From an optimization exercise on the open Yosys and OpenROAD flow, aimed at small area, a short achievable clock period and few clock cycles per item; shortcuts taken in it are not production practice.
No run shown here included a check of the RTL's function; only the layout flow was run.
Power is estimated from default activity; no workload was simulated.

File: flow/design.v
package me_pkg;
	localparam int NUM_CAND        = 16;
	localparam int BLOCK_PIXELS    = 256;
	localparam int BEATS_PER_BLOCK = BLOCK_PIXELS + NUM_CAND - 1;
	localparam int IN_CREDITS  = 4;
	localparam int OUT_CREDITS = 2;
	localparam int IN_CNT_W  = $clog2(IN_CREDITS + 1);
	localparam int OUT_CNT_W = $clog2(OUT_CREDITS + 1);
	typedef logic [7:0] pixel_t;
	typedef logic [15:0] sad_t;
	typedef logic [3:0] mv_t;
	typedef logic [8:0] beat_t;
endpackage
`timescale 1ns/1ps
module pixel_feeder (
	input  logic           clk,
	input  logic           arst_n,
	input  logic           in_valid,
	input  me_pkg::pixel_t c_pix,
	input  me_pkg::pixel_t p_pix,
	output logic           in_credit,
	input  logic           res_pend,
	output logic           step,
	output me_pkg::pixel_t c,
	output me_pkg::pixel_t p,
	output me_pkg::beat_t  beat
);
	logic [me_pkg::IN_CNT_W-1:0] owed;
	me_pkg::beat_t               gpos;
	logic                        grant;
	always_ff @(posedge clk) begin
		c <= c_pix;
		p <= p_pix;
	end
	always_ff @(posedge clk or negedge arst_n) begin
		if (!arst_n) begin
			step <= 1'b0;
		end else begin
			step <= in_valid;
		end
	end
	always_ff @(posedge clk or negedge arst_n) begin
		if (!arst_n) begin
			beat <= '0;
		end else if (step) begin
			beat <= (beat == me_pkg::beat_t'(me_pkg::BEATS_PER_BLOCK - 1)) ? '0 : beat + 1'b1;
		end
	end
	assign grant = (owed != '0) &&
		!(res_pend && (gpos == me_pkg::beat_t'(me_pkg::BLOCK_PIXELS - 1)));
	always_ff @(posedge clk or negedge arst_n) begin
		if (!arst_n) begin
			owed      <= '0;
			gpos      <= me_pkg::beat_t'(me_pkg::IN_CREDITS);
			in_credit <= 1'b0;
		end else begin
			owed      <= owed + me_pkg::IN_CNT_W'(in_valid) - me_pkg::IN_CNT_W'(grant);
			in_credit <= grant;
			if (grant) begin
				gpos <= (gpos == me_pkg::beat_t'(me_pkg::BEATS_PER_BLOCK - 1)) ? '0 : gpos + 1'b1;
			end
		end
	end
endmodule
`timescale 1ns/1ps
module sad_pe (
	input  logic           clk,
	input  logic           step,
	input  me_pkg::pixel_t c_in,
	input  me_pkg::pixel_t p,
	input  logic           first,
	output me_pkg::pixel_t c_out,
	output me_pkg::sad_t   sad
);
	logic [8:0]     x;
	logic           gt;
	me_pkg::pixel_t dv_r;
	logic           dc_r;
	always_ff @(posedge clk) begin
		if (step) begin
			c_out <= c_in;
		end
	end
	assign x  = {1'b0, c_in} + {1'b0, ~p};
	assign gt = x[8];
	always_ff @(posedge clk) begin
		dv_r <= step ? (x[7:0] ^ {8{~gt}}) : '0;
		dc_r <= step & gt;
	end
	always_ff @(posedge clk) begin
		sad <= (first ? '0 : sad) + me_pkg::sad_t'(dv_r) + me_pkg::sad_t'(dc_r);
	end
endmodule
`timescale 1ns/1ps
module best_match (
	input  logic           clk,
	input  logic           arst_n,
	input  logic           scan,
	input  me_pkg::mv_t    idx,
	input  logic [me_pkg::NUM_CAND-1:0][15:0] sads,
	output logic           res_pend,
	output logic           out_valid,
	output me_pkg::mv_t    mv,
	output me_pkg::sad_t   sad,
	input  logic           out_credit
);
	logic [me_pkg::OUT_CNT_W-1:0] credits;
	logic                         send;
	me_pkg::sad_t                 cand;
	assign cand = sads[idx];
	assign send = res_pend && (credits != '0);
	always_ff @(posedge clk) begin
		if (scan && ((idx == '0) || (cand < sad))) begin
			sad <= cand;
			mv  <= idx;
		end
	end
	always_ff @(posedge clk or negedge arst_n) begin
		if (!arst_n) begin
			res_pend  <= 1'b0;
			out_valid <= 1'b0;
			credits   <= me_pkg::OUT_CNT_W'(me_pkg::OUT_CREDITS);
		end else begin
			if (scan && (idx == me_pkg::mv_t'(me_pkg::NUM_CAND - 1))) begin
				res_pend <= 1'b1;
			end else if (send) begin
				res_pend <= 1'b0;
			end
			out_valid <= send;
			credits   <= credits + me_pkg::OUT_CNT_W'(out_credit) - me_pkg::OUT_CNT_W'(send);
		end
	end
endmodule
`timescale 1ns/1ps
module mv_search_top (
	input  logic           clk,
	input  logic           arst_n,
	input  logic           in_valid,
	input  me_pkg::pixel_t c_pix,
	input  me_pkg::pixel_t p_pix,
	output logic           in_credit,
	output logic           out_valid,
	output me_pkg::mv_t    mv,
	output me_pkg::sad_t   sad,
	input  logic           out_credit
);
	logic           step;
	me_pkg::pixel_t p;
	me_pkg::beat_t  beat;
	logic           res_pend;
	logic           acc_v;
	me_pkg::beat_t  acc_beat;
	logic           scan;
	me_pkg::mv_t    scan_idx;
	me_pkg::pixel_t                    c_chain [me_pkg::NUM_CAND+1];
	logic [me_pkg::NUM_CAND-1:0][15:0] sads;
	pixel_feeder u_feeder (
		.clk       (clk),
		.arst_n    (arst_n),
		.in_valid  (in_valid),
		.c_pix     (c_pix),
		.p_pix     (p_pix),
		.in_credit (in_credit),
		.res_pend  (res_pend),
		.step      (step),
		.c         (c_chain[0]),
		.p         (p),
		.beat      (beat)
	);
	always_ff @(posedge clk or negedge arst_n) begin
		if (!arst_n) begin
			acc_v    <= 1'b0;
			acc_beat <= '0;
			scan     <= 1'b0;
			scan_idx <= '0;
		end else begin
			acc_v    <= step;
			acc_beat <= beat;
			scan     <= acc_v && (acc_beat >= me_pkg::beat_t'(me_pkg::BLOCK_PIXELS - 1));
			scan_idx <= me_pkg::mv_t'(acc_beat + 1'b1);
		end
	end
	for (genvar d = 0; d < me_pkg::NUM_CAND; d++) begin : g_pe
		sad_pe u_pe (
			.clk   (clk),
			.step  (step),
			.c_in  (c_chain[d]),
			.p     (p),
			.first (acc_v && (acc_beat == me_pkg::beat_t'(d))),
			.c_out (c_chain[d+1]),
			.sad   (sads[d])
		);
	end
	best_match u_drain (
		.clk        (clk),
		.arst_n     (arst_n),
		.scan       (scan),
		.idx        (scan_idx),
		.sads       (sads),
		.res_pend   (res_pend),
		.out_valid  (out_valid),
		.mv         (mv),
		.sad        (sad),
		.out_credit (out_credit)
	);
endmodule
File: flow/constraint.sdc
create_clock -name core_clock -period 5.5 [get_ports {clk}]
set_input_delay 1.1000 -clock core_clock [delete_from_list [all_inputs] [get_ports {clk}]]
set_output_delay 1.1000 -clock core_clock [all_outputs]
set_load 0.01 [all_outputs]
File: flow/config.mk
export PLATFORM = sky130hd
export DESIGN_NAME = mv_search_top
export DESIGN_NICKNAME = mv_search_top
export VERILOG_FILES = /design/flow/design.v
export SDC_FILE = /design/flow/constraint.sdc
export NUM_CORES = 4
export LEC_CHECK = 0
export CAP_MARGIN = 20
export CORE_MARGIN = 2
export CORE_UTILIZATION = 40
export SLEW_MARGIN = 20
File: flow/run.sh
#!/bin/bash
# synth_recipe.tcl (not shown) runs the flow's synth.tcl, then flattens the netlist and writes it again
# the make line also repeats each setting of config.mk as NAME=value (left out here)
make -C /OpenROAD-flow-scripts/flow DESIGN_CONFIG=/design/flow/config.mk WORK_HOME=/design/flow/orfs CLKGATE_MAP_FILE= SYNTH_SCRIPT=/design/flow/synth_recipe.tcl finish
==> notes.md, run 1 <==
----------------------------------------------------
[Status]
  Status ... timing/DRC/antenna clean

[Logic synthesis]
  Area of the mapped netlist ... 0.03491 mm^2
  Count of flip-flops with a built-in enable after synthesis ... 140
  Compound-cell area share of the yosys netlist ... 15.18%
  Post-synth cell types ... 77
  Number of standard cells after synthesis ... 3469
  Largest family of logic cells by synthesized area ... simple AND/OR/NAND/NOR gates
  Biggest area contributors in the synthesized netlist ... sky130_fd_sc_hd__dfxtp_1 24%, sky130_fd_sc_hd__edfxtp_1 12%, sky130_fd_sc_hd__ha_1 9.6%, sky130_fd_sc_hd__mux4_2 5.1%, sky130_fd_sc_hd__xnor2_1 4.0%
  Proportion of synthesized area in mux cells ... 7.649%
  Fraction of post-synthesis cell area in the top cell type by area ... 23.86%
  Post-synthesis cell type with the largest combined area ... sky130_fd_sc_hd__dfxtp_1
  Synthesis Warnings ... 5
  Number of register bits inferred by synthesis ... 598
  Dominant register cell in the synthesized netlist ... sky130_fd_sc_hd__dfxtp_1
  Async set-reset flop share out of synthesis ... 7.023%
  Total nets after synthesis ... 3806
  XOR/XNOR Fraction of Synth Area ... 7.000%
  Most common cell in the netlist ... sky130_fd_sc_hd__dfxtp_1
  Simple-gate share of the synthesized area ... 15.60%
  Mean post-synth cell area ... 10.06 um^2
  Most common library cells after synthesis ... 416 x sky130_fd_sc_hd__dfxtp_1, 268 x sky130_fd_sc_hd__ha_1, 254 x sky130_fd_sc_hd__nand2_1
  Share of synthesized cell area in full adder, half adder and majority cells ... 12.42%
  Post-synthesis sequential area ratio ... 38.92%

[Final layout]
  Layout-stage area growth over the synthesis result ... 11.98%
  Antenna diode instance count ... 0
  Core utilization of the finished layout ... 45.13%
  Number of filler instances in the final layout ... 8125
  Final net count ... 3875
  Proportion of layout cells with a drive suffix above 1 ... 8.185%

[Placement]
  GPL Wtd Cong ... 0.9201
  Count of input and output buffers ... 41
  Placed wire-length estimate after detailed placement ... 71.40 mm
  Worst slack, placed ... 1.166 ns

[Setup path]
  Category of the worst setup path capture point ... flip-flop
  Critical path, cell by cell ... buf_12, mux4_2, mux4_2, ha_1, nand2_1, nand3_1, o311ai_0, a2111oi_0, a211oi_2, buf_4
  Most frequent cell on the critical path ... sky130_fd_sc_hd__mux4_2
  Worst path slowest cell ... sky130_fd_sc_hd__dfrtp_4
  R2R cell count ... 10
  Maximum single-stage delay on the critical path ... 0.61 ns
  Reg2reg setup slack ... 1.17 ns
  CP Launch Point ... scan_idx[0]
  Type of origin of the critical path ... flip-flop
  Worst setup path endpoint ... u_drain.mv[3]
  Beginning of the worst register-to-register path ... scan_idx[0]
  Category of the critical setup timing path ... flip-flop to flip-flop
  Data required time at the worst endpoint ... 5.78 ns
  CP arrival ... 4.61 ns
  Worst flop-to-flop path endpoint ... u_drain.mv[3]
  Critical-path maximum fanout ... 45

[Clock network]
  CTS Root Buffer Type ... sky130_fd_sc_hd__clkbuf_16
  CTS Hold Bufs ... 0
  Number of levels in the clock H-tree ... 3
  Maximum number of buffers from clock root to sink ... 3
  Num CTS Buffers ... 71
  CTS Sinks ... 598
  Postcts setup bufs ... 0
  Number of gates resized after cts ... 0
  TritonCTS clock tree ... built
  Clock input transition at the sequential cells of the worst setup and hold paths ... 0.06 ns
  Insertion delay to the later sink of the worst-skew pair ... 0.61 ns

[Power]
  Static power due to leakage ... 16.58 nW
  Register share of total power ... 36.5%
  Net switching power ... 0.007111 W
  Power per Cell Area ... 490.8 mW/mm^2
  Proportion of power drawn by combinational gates ... 38.4%
  Switch share ... 37.07%
  Maximum vdd ir drop ... 0.2462 mV
  Share of power burned in the clock network ... 25.1%
  Pint ... 0.01207 W

[Drt]
  Ratio of routed vias to standard cells ... 5.464
  Detailed Route Iter0 Violations ... 2241
  DRC errors left ... 0
  WL per Instance ... 19.60 um
  Final routed wirelength across all metal layers ... 93.06 mm
  Antenna Nets Post-Route ... 0
  Total iterations of the first detailed-routing run ... 6
  Via count ... 25936

[Timing]
  Max_slew headroom ... 32.84%
  Final Worst Setup Slack ... 1.170 ns
  Setup repair after global routing missed its margin ... false
  Final setup violation count ... 0
  Tightest Pin Transition ... 1.007 ns
  Max-slew violations ... 0
  Maximum operating frequency ... 230.9 MHz
  Final Cycle Share ... 78.73%
  Final hold viol count ... 0
  Clock period minus final worst setup slack ... 4.330 ns
  Setup TNS ... 0 ns
  Worst hold margin ... 0.4399 ns
  Layout Skew ... 0.02421 ns

[Floorplan]
  Die Ht ... 299.4 um
  Num ports ... 42
  Die span in x ... 299.4 um
  Row count ... 108
  Starting Density ... 40.30%
  Placeable core area ... 0.08662 mm^2
  Die Outline Area ... 0.08965 mm^2

[Global routing]
  Vias in the first global route ... 23788
  Remaining Overflow, GRT ... 0
  Pin count of the biggest net entering global routing ... 111
  Total routing usage reported by global routing ... 20.55%
  Initial antenna violation count ... 1
  Wire length of the first global-routing pass ... 142.8 mm

[Run]
  Max-capacitance violation count ... 0

[Worst hold path]
  HP Start ... u_feeder.c[2]
  Worst hold-check path type ... flip-flop to flip-flop

----------------------------------------------------
==> worst max-delay path: cells and delay by family (launching register included) <==
family	cells	cell delay [ns]
muxes	2	1.06
adders and majority gates	1	0.31
AOI/OAI and AO/OA	3	1.12
DFF	1	0.61
buffers and inverters	2	0.69
and+or+nand+nor	2	0.21
==> cell usage in the layout (no fill, tap or decap), drive strengths merged, types with 15 or more instances in the layout <==
master | Yosys | routed
a211o | 24 | 24
o21ai | 191 | 191
nor2 | 236 | 236
mux2i | 89 | 89
nand3 | 52 | 52
and4 | 22 | 22
nor3 | 43 | 43
o21bai | 18 | 18
clkinv | 1 | 16
nand4 | 29 | 29
buf | 45 | 32
dfrtp | 40 | 40
a31oi | 18 | 18
o31a | 29 | 29
or2 | 33 | 33
dfxtp | 416 | 416
and2 | 107 | 107
or3 | 42 | 42
edfxtp | 140 | 140
nor4 | 36 | 36
and3 | 47 | 47
o21a | 84 | 84
o2111ai | 32 | 32
nand2b | 58 | 58
xor2 | 118 | 118
xnor2 | 161 | 161
nor2b | 43 | 43
fa | 49 | 49
clkbuf | 31 | 103
ha | 268 | 268
inv | 200 | 205
a211oi | 56 | 56
a21oi | 120 | 120
o211ai | 24 | 24
o31ai | 15 | 15
mux4 | 79 | 79
a21o | 77 | 77
nand2 | 254 | 254
clkdlybuf4s50 | 0 | 40
==> flip-flops by register name, summed over array words and instances (netlist names), 3 cells and up <==
register         flops
u_feeder.c           8
u_drain.mv           4
g_pe.u_pe.dc_r      16
u_feeder.p           8
scan_idx             4
g_pe.u_pe.dv_r     128
g_pe.u_pe.c_out    120
u_drain.sad         16
u_feeder.gpos        9
acc_beat             9
u_feeder.beat        9
u_feeder.owed        3
g_pe.u_pe.sad      256
==> metal layers <==
metal / global-route usage (%) / vias to the layer above / part of all wire (%)
met2: 29.41 / 705 / 41
met5: 0 / - / 0
met4: 9.119 / 0 / 4.5
li1: - / 12796 / -
met1: 30.96 / 12271 / 50
met3: 2.341 / 164 / 4.8
==> power groups by stage <==
stage	combinational [W]	sequential, W	clock (W)
after floorplan	0.00598	0.00624	0
after global placement	0.00718	0.00708	0
after detailed placement	0.00730	0.00707	0
after CTS	0.00732	0.00699	0.00494
after global routing	0.00825	0.00707	0.00512
final	0.00737	0.00700	0.00482
==> worst min-delay path by stage <==
| stage | to | slack [ns] | depth (start not counted) |
|---|---|---|---|
| floorplan | acc_beat[8] | 0.38 | 0 |
| global placement | g_pe[0].u_pe.c_out[2] | 0.43 | 0 |
| detailed placement | acc_beat[8] | 0.43 | 0 |
| finish | g_pe[0].u_pe.c_out[2] | 0.44 | 0 |
| CTS | g_pe[0].u_pe.c_out[2] | 0.44 | 0 |
| global route | g_pe[0].u_pe.c_out[0] | 0.45 | 0 |
==> kinds of logic after synthesis <==
kind of cell,count (synthesis)
xor+xnor,279
flops,598
fa+ha+maj,317
mux,168
compound gates,773
buf+inv,277
simple gates,1057
==> cell type report <==
class,count,area (um^2),area share [%]
multi-input cells,2594,20210,51.69
flip-flops and latches,598,13590,34.78
clock buffers,103,2198,5.624
well taps,1155,1445,3.697
inverters,201,757.0,1.937
repair buffers,72,675.6,1.728
clock inverters,24,212.7,0.5442
==> through the flow <==
stage / cells / power (W) / area [um^2]
detailed placement: 4620 / 0.01437 / 36680
floorplan: 3469 / 0.01222 / 34910
finish: 4747 / 0.01919 / 39090
CTS: 4747 / 0.01925 / 39090
global placement: 4620 / 0.01425 / 36680
global route: 4747 / 0.02044 / 39090
==> run 2, diff against run 1 <==
--- a/flow/design.v
+++ b/flow/design.v
@@ -68,2 +68,3 @@
 	input  logic           step,
+	input  logic           en,
 	input  me_pkg::pixel_t c_in,
@@ -74,6 +75,14 @@
 );
-	logic [8:0]     x;
-	logic           gt;
-	me_pkg::pixel_t dv_r;
-	logic           dc_r;
+	logic [8:0]     xc;
+	me_pkg::pixel_t x;
+	me_pkg::pixel_t x_r;
+	logic           gt_r;
+	me_pkg::pixel_t dv;
+	logic [8:0]     lc;
+	me_pkg::pixel_t lo_sum;
+	logic           cy_r;
+	logic [8:0]     hc;
+	me_pkg::pixel_t hi_sum;
+	me_pkg::pixel_t lo_q;
+	me_pkg::pixel_t hi_q;
 	always_ff @(posedge clk) begin
@@ -83,10 +92,27 @@
 	end
-	assign x  = {1'b0, c_in} + {1'b0, ~p};
-	assign gt = x[8];
-	always_ff @(posedge clk) begin
-		dv_r <= step ? (x[7:0] ^ {8{~gt}}) : '0;
-		dc_r <= step & gt;
-	end
-	always_ff @(posedge clk) begin
-		sad <= (first ? '0 : sad) + me_pkg::sad_t'(dv_r) + me_pkg::sad_t'(dc_r);
+	assign xc[0] = 1'b0;
+	for (genvar i = 0; i < 8; i++) begin : g_sub
+		assign x[i]    = c_in[i] ^ ~p[i] ^ xc[i];
+		assign xc[i+1] = (c_in[i] & ~p[i]) | (xc[i] & (c_in[i] ^ ~p[i]));
+	end
+	always_ff @(posedge clk) begin
+		x_r  <= x | {8{~en}};
+		gt_r <= xc[8] & en;
+	end
+	assign dv = x_r ^ {8{~gt_r}};
+	assign lo_q = first ? 8'd0 : sad[7:0];
+	assign hi_q = first ? 8'd0 : sad[15:8];
+	assign lc[0] = gt_r;
+	for (genvar i = 0; i < 8; i++) begin : g_lo
+		assign lo_sum[i] = lo_q[i] ^ dv[i] ^ lc[i];
+		assign lc[i+1]   = (lo_q[i] & dv[i]) | (lc[i] & (lo_q[i] ^ dv[i]));
+	end
+	assign hc[0] = cy_r & ~first;
+	for (genvar i = 0; i < 8; i++) begin : g_hi
+		assign hi_sum[i] = hi_q[i] ^ hc[i];
+		assign hc[i+1]   = hi_q[i] & hc[i];
+	end
+	always_ff @(posedge clk) begin
+		sad  <= {hi_sum, lo_sum};
+		cy_r <= lc[8];
 	end
@@ -152,4 +178,7 @@
 	me_pkg::beat_t  acc_beat;
+	logic           scan_v;
+	me_pkg::mv_t    scan_i;
 	logic           scan;
 	me_pkg::mv_t    scan_idx;
+	logic [me_pkg::NUM_CAND-1:0] en;
 	me_pkg::pixel_t                    c_chain [me_pkg::NUM_CAND+1];
@@ -173,2 +202,4 @@
 			acc_beat <= '0;
+			scan_v   <= 1'b0;
+			scan_i   <= '0;
 			scan     <= 1'b0;
@@ -178,5 +209,11 @@
 			acc_beat <= beat;
-			scan     <= acc_v && (acc_beat >= me_pkg::beat_t'(me_pkg::BLOCK_PIXELS - 1));
-			scan_idx <= me_pkg::mv_t'(acc_beat + 1'b1);
-		end
+			scan_v   <= acc_v && (acc_beat >= me_pkg::beat_t'(me_pkg::BLOCK_PIXELS - 1));
+			scan_i   <= me_pkg::mv_t'(acc_beat + 1'b1);
+			scan     <= scan_v;
+			scan_idx <= scan_i;
+		end
+	end
+	for (genvar d = 0; d < me_pkg::NUM_CAND; d++) begin : g_en
+		assign en[d] = step && (beat >= me_pkg::beat_t'(d)) &&
+			(beat <= me_pkg::beat_t'(me_pkg::BLOCK_PIXELS - 1 + d));
 	end
@@ -186,2 +223,3 @@
 			.step  (step),
+			.en    (en[d]),
 			.c_in  (c_chain[d]),
==> run 2 against run 1 <==
  * Via count fell by 40%
  * Largest power group is now registers
  * Clock power fell by 4%
  * First-iteration DRC count fell by 64%
  * Hold slack got worse by 0.093 ns
  * Global-route usage fell by 3.5 points
==> notes.md, run 2 <==
----------------------------------------------------
[Setup path]
  Critical-path maximum fanout ... 17 (was 45)
  Maximum single-stage delay on the critical path ... 0.46 ns (was 0.61 ns)
  Data required time at the worst endpoint ... 5.96 ns (was 5.78 ns)
  Type of origin of the critical path ... flip-flop (unchanged)
  Cell family with most CP delay ... adder cells (was compound AO/OA/AOI/OAI gates)
  CP Buf/Inv Count ... 4 (was 2)
  Most frequent cell on the critical path ... sky130_fd_sc_hd__fa_1 (was sky130_fd_sc_hd__mux4_2)
  Reg2reg setup slack ... 0.87 ns (was 1.17 ns)
  Category of the worst setup path capture point ... flip-flop (unchanged)
  CP arrival ... 5.09 ns (was 4.61 ns)
  Critical path, cell by cell ... inv_1, ha_1, and2_1, nand2_1, nand2_1, o21a_1, fa_1, fa_1, fa_1, fa_1, inv_1, fa_1, inv_1, fa_1, inv_1, fa_1 (was buf_12, mux4_2, mux4_2, ha_1, nand2_1, nand3_1, o311ai_0, a2111oi_0, a211oi_2, buf_4)
  Category of the critical setup timing path ... flip-flop to flip-flop (unchanged)
  Worst path slowest cell ... sky130_fd_sc_hd__nand2_1 (was sky130_fd_sc_hd__dfrtp_4)

[Worst hold path]
  Worst hold-check path type ... flip-flop to flip-flop (unchanged)

[Clock network]
  Clock input transition at the sequential cells of the worst setup and hold paths ... 0.06 ns (about the same)
  Number of levels in the clock H-tree ... 3 (unchanged)
  Postcts setup bufs ... 0 (unchanged)
  CTS Sinks ... 619 (was 598)
  Maximum number of buffers from clock root to sink ... 3 (unchanged)
  CTS Hold Bufs ... 0 (unchanged)
  Insertion delay to the later sink of the worst-skew pair ... 0.62 ns (was 0.61 ns)
  Number of gates resized after cts ... 0 (unchanged)
  TritonCTS clock tree ... built (unchanged)
  CTS Root Buffer Type ... sky130_fd_sc_hd__clkbuf_16 (unchanged)
  Num CTS Buffers ... 69 (was 71)

[Logic synthesis]
  Biggest area contributors in the synthesized netlist ... sky130_fd_sc_hd__dfxtp_1 30%, sky130_fd_sc_hd__fa_1 16%, sky130_fd_sc_hd__edfxtp_1 15%, sky130_fd_sc_hd__ha_1 6.9%, sky130_fd_sc_hd__mux4_2 6.1% (was sky130_fd_sc_hd__dfxtp_1 24%, sky130_fd_sc_hd__edfxtp_1 12%, sky130_fd_sc_hd__ha_1 9.6%, sky130_fd_sc_hd__mux4_2 5.1%, sky130_fd_sc_hd__xnor2_1 4.0%)
  Dominant register cell in the synthesized netlist ... sky130_fd_sc_hd__dfxtp_1 (unchanged)
  Post-synthesis cell type with the largest combined area ... sky130_fd_sc_hd__dfxtp_1 (unchanged)
  Most common cell in the netlist ... sky130_fd_sc_hd__dfxtp_1 (unchanged)
  Total nets after synthesis ... 2637 (was 3806)
  Count of flip-flops with a built-in enable after synthesis ... 140 (unchanged)
  Post-synth cell types ... 65 (was 77)
  Number of register bits inferred by synthesis ... 619 (was 598)
  Async set-reset flop share out of synthesis ... 7.593% (was 7.023%)
  Fraction of post-synthesis cell area in the top cell type by area ... 30.36% (was 23.86%)
  Mean post-synth cell area ... 12.75 um^2 (was 10.06 um^2)
  Most common library cells after synthesis ... 432 x sky130_fd_sc_hd__dfxtp_1, 274 x sky130_fd_sc_hd__inv_1, 261 x sky130_fd_sc_hd__nand2_1 (was 416 x sky130_fd_sc_hd__dfxtp_1, 268 x sky130_fd_sc_hd__ha_1, 254 x sky130_fd_sc_hd__nand2_1)
  Area of the mapped netlist ... 0.02849 mm^2 (was 0.03491 mm^2)
  Number of standard cells after synthesis ... 2234 (was 3469)
  Post-synthesis sequential area ratio ... 49.25% (was 38.92%)
  Synthesis Warnings ... 5 (unchanged)

[Final layout]
  Highest-count cells in the layout ignoring fill and taps ... 432 x sky130_fd_sc_hd__dfxtp_1, 274 x sky130_fd_sc_hd__inv_1, 261 x sky130_fd_sc_hd__nand2_1 (was 416 x sky130_fd_sc_hd__dfxtp_1, 268 x sky130_fd_sc_hd__ha_1, 254 x sky130_fd_sc_hd__nand2_1)
  Max reg flops ... 256 (unchanged)
  Largest register by flop count ... g_pe.u_pe.sad (unchanged)
  Top flop regs ... g_pe.u_pe.sad: 256 flops, g_pe.u_pe.x_r: 128 flops, g_pe.u_pe.c_out: 120 flops (was g_pe.u_pe.sad: 256 flops, g_pe.u_pe.dv_r: 128 flops, g_pe.u_pe.c_out: 120 flops)
  Core utilization of the finished layout ... 45.95% (was 45.13%)
  Antenna diode instance count ... 0 (unchanged)
  Most frequent standard cell in the layout excluding fill and tap cells ... sky130_fd_sc_hd__dfxtp_1 (unchanged)
  Proportion of layout cells with a drive suffix above 1 ... 9.843% (was 8.185%)
  Layout-stage area growth over the synthesis result ... 13.34% (was 11.98%)
  Number of filler instances in the final layout ... 6232 (was 8125)
  Final net count ... 2703 (was 3875)

[Floorplan]
  Num ports ... 42 (unchanged)
  Starting Density ... 40.54% (was 40.30%)
  Die Ht ... 270.9 um (was 299.4 um)
  Placeable core area ... 0.07027 mm^2 (was 0.08662 mm^2)
  Die span in x ... 270.9 um (was 299.4 um)
  Row count ... 97 (was 108)
  Die Outline Area ... 0.07338 mm^2 (was 0.08965 mm^2)

[Global routing]
  Remaining Overflow, GRT ... 0 (unchanged)
  Total routing usage reported by global routing ... 17.01% (was 20.55%)
  Wire length of the first global-routing pass ... 96.01 mm (was 142.8 mm)
  Vias in the first global route ... 16535 (was 23788)
  Initial antenna violation count ... 0 (was 1)
  Pin count of the biggest net entering global routing ... 71 (was 111)

[Timing]
  Final hold viol count ... 0 (unchanged)
  Max-slew violations ... 0 (unchanged)
  Setup repair after global routing missed its margin ... false (unchanged)
  Clock period minus final worst setup slack ... 4.631 ns (was 4.330 ns)
  Final Cycle Share ... 84.20% (was 78.73%)
  Layout Skew ... 0.03438 ns (was 0.02421 ns)
  Final setup violation count ... 0 (unchanged)
  Tightest Pin Transition ... 1.074 ns (was 1.007 ns)
  Maximum operating frequency ... 215.9 MHz (was 230.9 MHz)
  Setup TNS ... 0 ns (unchanged)
  Max_slew headroom ... 28.35% (was 32.84%)

[Placement]
  Count of input and output buffers ... 41 (unchanged)
  Placed wire-length estimate after detailed placement ... 46.06 mm (was 71.40 mm)
  GPL Wtd Cong ... 0.8400 (was 0.9201)

[Power]
  Maximum vdd ir drop ... 0.2694 mV (was 0.2462 mV)
  Static power due to leakage ... 13.92 nW (was 16.58 nW)
  Power per Cell Area ... 568.9 mW/mm^2 (was 490.8 mW/mm^2)

[Drt]
  Ratio of routed vias to standard cells ... 4.692 (was 5.464)
  Detailed Route Iter0 Violations ... 808 (was 2241)
  Antenna Nets Post-Route ... 0 (unchanged)
  Via count ... 15469 (was 25936)
  WL per Instance ... 18.30 um (was 19.60 um)
  DRC errors left ... 0 (unchanged)
  Final routed wirelength across all metal layers ... 60.35 mm (was 93.06 mm)
  Total iterations of the first detailed-routing run ... 5 (was 6)

[Run]
  Max-capacitance violation count ... 0 (unchanged)

[Status]
  Status ... timing/DRC/antenna clean (unchanged)

----------------------------------------------------
## run 2: changes by cell type after synthesis, sizes merged, moves of 38 or more
cell	previous run	this run
a211oi	56	6
a21o	77	4
a21oi	120	19
and2	107	166
and3	47	2
fa	49	225
ha	268	158
inv	200	275
mux2i	89	11
nor2	236	27
o21a	84	18
o21ai	191	16
or3	42	4
xnor2	161	60
## run 2: layer usage
layer / GRT usage, % / up-vias / part of all wire [%] / wire length [um]
li1: - / 7336 / - / -
met1: 23.32 / 7748 / 46 / 27790
met2: 27.53 / 296 / 47 / 28530
met3: 2.982 / 89 / 4.4 / 2675
met4: 5.220 / 0 / 2.2 / 1354
met5: 0 / - / 0 / 0
## run 2: cell type report
| class | count | area (um^2) | area share (%) |
|---|---|---|---|
| Inverter | 276 | 1036 | 3.208 |
| Clock inverter | 22 | 185.2 | 0.5735 |
| Timing Repair Buffer | 61 | 563.0 | 1.744 |
| Multi-Input combinational cell | 1273 | 13160 | 40.75 |
| Sequential cell | 619 | 14040 | 43.48 |
| Tap cell | 940 | 1176 | 3.642 |
| Clock buffer | 106 | 2133 | 6.606 |
## run 2: final timing paths
path,to,depth (start not counted),startpoint
setup / recovery,g_pe[0].u_pe.sad[7],16,acc_beat[0]
hold / removal,scan_idx[3],0,scan_i[3]
setup reg to reg,g_pe[0].u_pe.sad[7],16,acc_beat[0]
hold reg to reg,scan_idx[3],0,scan_i[3]
max in group asynchronous,scan_idx[0],2,arst_n
min in group asynchronous,u_feeder.owed[0],2,arst_n
## run 2: report_power, final
part / internal, W / leakage, nW / switching [W]
registers: 0.00626 / 5.52 / 0.00111
logic: 0.00291 / 7.26 / 0.00344
clock network: 0.00278 / 1.14 / 0.00187
total: 0.0119 / 13.9 / 0.00643
## run 2: per-stage QoR
stage	setup WS, ns	hold WS [ns]	cells	cell area (um^2)	total power [W]
6_report	0.8693	0.3469	3297	32290	0.01837
5_1_grt	0.6129	0.3470	3297	32290	0.01981
4_1_cts	0.8359	0.3465	3297	32290	0.01860
3_5_place_dp	0.8613	0.3347	3169	29970	0.01389
3_3_place_gp	1.014	0.3321	3168	29960	0.01355
2_1_floorplan	1.126	0.3312	2234	28490	0.01165
## run 2: cell families after synthesis
family                   count (synthesis)  share of synthesized area, %
AND/OR/NAND/NOR                        561                         9.886
buffers and inverters                  342                         4.589
multiplexers                            88                         6.473
adder cells (fa/ha/maj)                383                         22.75
flip-flops                             619                         49.25
XOR/XNOR                               159                         4.888
AO/OA/AOI/OAI                           82                         2.165

## port drivers added, routing unchanged
How much do the figures lean on ideal ports? The routed layouts below were timed once more, with nothing changed but the port constraints. Step 1 (the two cells are an assumption about what drives the block):
set clk [get_ports {clk}]
set_driving_cell -lib_cell sky130_fd_sc_hd__clkbuf_16 $clk
set_driving_cell -lib_cell sky130_fd_sc_hd__buf_2 [delete_from_list [all_inputs] $clk]
Step 2 moves the port delays by t, midway between the first and last clock arrival at a register: inputs arrive t later, outputs are due t later. That takes back most of the time a late clock gives input paths. Three values: ideal, step 1, step 2; two values: the first two.
run | t, ns | setup WS [ns] | clock arrival spread, ns | worst register clock-pin slew, ns | pins driven straight from the clock port
run 1 | 0.667 | 1.170 / 1.170 / 1.170 | 0.028 / 0.027 | 0.06 / 0.06 | 1
run 2 | 0.665 | 0.869 / 0.869 / 0.869 | 0.037 / 0.036 | 0.07 / 0.07 | 1
After both steps setup and hold are still met in every run listed.
